Source: an optimization exercise on an open RTL-to-GDS flow (aim: small area and a short achievable clock period). Production flows keep margins and buffers that such runs may drop. Function was checked by simulation only, so behaviour that the tests miss may differ from the original. No activity file was given, so power comes from the tool's default toggle rates.

Setup of run A:
==> module insn_decoder, before the edit <==
module insn_decoder (
  input  isa_pkg::word_t     instr_i,
  input  logic               instr_valid_i,
  output isa_pkg::reg_addr_t rs1_addr_o,
  output isa_pkg::reg_addr_t rs2_addr_o,
  output isa_pkg::reg_addr_t rd_addr_o,
  output isa_pkg::word_t     imm_o,       
  output logic               use_imm_o,
  output logic               reg_write_o,
  output logic               c_mul_o,     
  output logic               c_dot_o,     
  output logic               c_row0_o,    
  output logic               t00_o, t01_o, t10_o, t11_o,  
  output logic               cin0_o,      
  output logic               vsub_o,      
  output logic               vmode_o      
);
  logic is_opimm, is_lui, is_op, is_vec;
  logic [9:0] funct;
  logic op_sub, op_mul, op_or, op_and, op_add;
  logic v_sub, v_dot, v_add;
  logic add_like, sub_like;
  assign is_opimm = (instr_i[6:0] == OPC_OP_IMM);
  assign is_lui   = (instr_i[6:0] == OPC_LUI);
  assign is_op    = (instr_i[6:0] == OPC_OP);
  assign is_vec   = (instr_i[6:0] == OPC_VECTOR);
  assign funct    = {instr_i[31:25], instr_i[14:12]};
  assign op_sub = is_op & (funct == FUNCT_SUB);
  assign op_mul = is_op & (funct == FUNCT_MUL);
  assign op_or  = is_op & (funct == FUNCT_OR);
  assign op_and = is_op & (funct == FUNCT_AND);
  assign op_add = (is_op & ~op_sub & ~op_mul & ~op_or & ~op_and) | is_opimm;
  assign v_sub  = is_vec & (funct == VFUNCT_VSUB);
  assign v_dot  = is_vec & (funct == VFUNCT_VDOT);
  assign v_add  = is_vec & ~v_sub & ~v_dot;
  assign add_like = op_add | v_add | is_lui;   
  assign sub_like = op_sub | v_sub;            
  assign rs1_addr_o  = instr_i[19:15];
  assign rs2_addr_o  = instr_i[24:20];
  assign rd_addr_o   = instr_i[11:7];
  assign imm_o       = is_lui ? {instr_i[31:12], 12'h000}
                              : {{(XLEN-IMM_I_W){instr_i[31]}}, instr_i[31:20]};
  assign use_imm_o   = is_opimm | is_lui;
  assign reg_write_o = instr_valid_i & (is_opimm | is_lui | is_op | is_vec);
  assign c_mul_o  = op_mul;
  assign c_dot_o  = v_dot;
  assign c_row0_o = op_add | op_sub | v_add | v_sub;  
  assign t00_o    = sub_like;
  assign t01_o    = add_like | op_or;
  assign t10_o    = sub_like | op_or;
  assign t11_o    = add_like | op_and | op_or;
  assign cin0_o   = sub_like;
  assign vsub_o   = v_sub;
  assign vmode_o  = v_add | v_sub;
endmodule
==> flow/config.mk <==
export PLATFORM = sky130hd
export DESIGN_NAME = core_top
export DESIGN_NICKNAME = core_top
export VERILOG_FILES = /design/flow/design.v
export SDC_FILE = /design/flow/constraint.sdc
export NUM_CORES = 4
export LEC_CHECK = 0
export CAP_MARGIN = 30
export CELL_PAD_IN_SITES_DETAIL_PLACEMENT = 2
export CELL_PAD_IN_SITES_GLOBAL_PLACEMENT = 2
export CORE_MARGIN = 2
export CORE_UTILIZATION = 45
export CTS_BUF_LIST = sky130_fd_sc_hd__clkbuf_16
export CTS_CLUSTER_DIAMETER = 100
export CTS_CLUSTER_SIZE = 24
export PLACE_DENSITY = 0.6
export SETUP_SLACK_MARGIN = 5
export SLEW_MARGIN = 30
export SYNTH_HIERARCHICAL = 1
==> flow/constraint.sdc <==
create_clock -name core_clock -period 15.0 [get_ports {clk_i}]
set_input_delay 3.0000 -clock core_clock [delete_from_list [all_inputs] [get_ports {clk_i}]]
set_output_delay 3.0000 -clock core_clock [all_outputs]
set_load 0.01 [all_outputs]
standard.sh (not shown) runs the stock make flow with config.mk's settings and CLKGATE_MAP_FILE= SYNTH_SCRIPT=/design/flow/synth_recipe.tcl, a recipe that flattens the netlist after the stock synthesis.
==> flow/flow/run.sh <==
#!/bin/bash
# Layout flow: the standard ORFS flow (standard.sh, standard synthesis
# included) with three placement/repair knobs changed:
#  - ports are buffered with buf_4 instead of the delay cell buffer_ports
#    picks by default,
#  - repair may resize across cell footprints,
#  - repair_timing aims for SETUP_MARGIN ns of setup slack at the design's
#    clock period (the SDC is unchanged).
# The full make output goes to flow_make.log in the work folder; ORFS's own
# per-step logs are under orfs/logs.
set -euo pipefail
SETUP_MARGIN=${SETUP_MARGIN:-6.5}
bash standard.sh \
  "BUFFER_PORTS_ARGS=-buffer_cell sky130_fd_sc_hd__buf_4" \
  MATCH_CELL_FOOTPRINT=0 \
  SETUP_SLACK_MARGIN=$SETUP_MARGIN \
  finish > flow_make.log 2>&1
Edits applied to the flow inputs when going from run A to run B:
--- a/flow/design.v
+++ b/flow/design.v
@@ -63,11 +63,12 @@
   assign funct    = {instr_i[31:25], instr_i[14:12]};
   assign op_sub = is_op & (funct == FUNCT_SUB);
   assign op_mul = is_op & (funct == FUNCT_MUL);
   assign op_or  = is_op & (funct == FUNCT_OR);
   assign op_and = is_op & (funct == FUNCT_AND);
-  assign op_add = (is_op & ~op_sub & ~op_mul & ~op_or & ~op_and) | is_opimm;
+  assign op_add = (is_op & ~op_sub & ~op_mul & ~op_or & ~op_and) | is_opimm
+                | ~(is_opimm | is_lui | is_op | is_vec);
   assign v_sub  = is_vec & (funct == VFUNCT_VSUB);
   assign v_dot  = is_vec & (funct == VFUNCT_VDOT);
   assign v_add  = is_vec & ~v_sub & ~v_dot;
   assign add_like = op_add | v_add | is_lui;   
   assign sub_like = op_sub | v_sub;            
### Flow results
In the reports for run B and run A, the smaller reported combinational group power belongs to run A.
From run A to run B the numbers moved as follows: number of buffers added for setup after CTS went up 3, routed via count went down 363, area growth from synthesis to final layout went up 0.25 points, met3 demand-to-capacity share in global routing went down 0.49 points.
From run A to run B the numbers moved as follows: share of power burned in the clock network went down by 3.8 points; detail-routed net length per standard cell shrank by 0.83%; power share of the sequential group moved down.
Run B ran to completion and came out clean on the timing, DRC and antenna checks.

re-timing with driven ports:
How much do the figures lean on ideal ports? The routed layouts below were timed once more, with nothing changed but the port constraints. Step 1 sets driving cells, clkbuf_16 on the clock port and buf_2 on the other inputs (assumed; they add their load-dependent delay and slew). Step 2 also shifts input and output timing later by t, the mid clock arrival at the registers, as if the neighbouring blocks saw the same clock. Three values: ideal ports, drivers, drivers and shift; two values: the first two.
| run | t, ns | setup WS [ns] | hold slack, ns | cell pins on the clock port's net |
|---|---|---|---|---|
| run A | 0.826 | 6.372 / 6.344 / 5.687 | 0.640 / 0.640 / 0.640 | 1 |
| run B | 0.865 | 6.399 / 6.296 / 5.666 | 0.558 / 0.558 / 0.558 | 1 |
After both steps every run listed still meets setup and hold. The setup slack of run B, which loses most, moves by -0.103 ns with the drivers and by -0.733 ns with both steps.
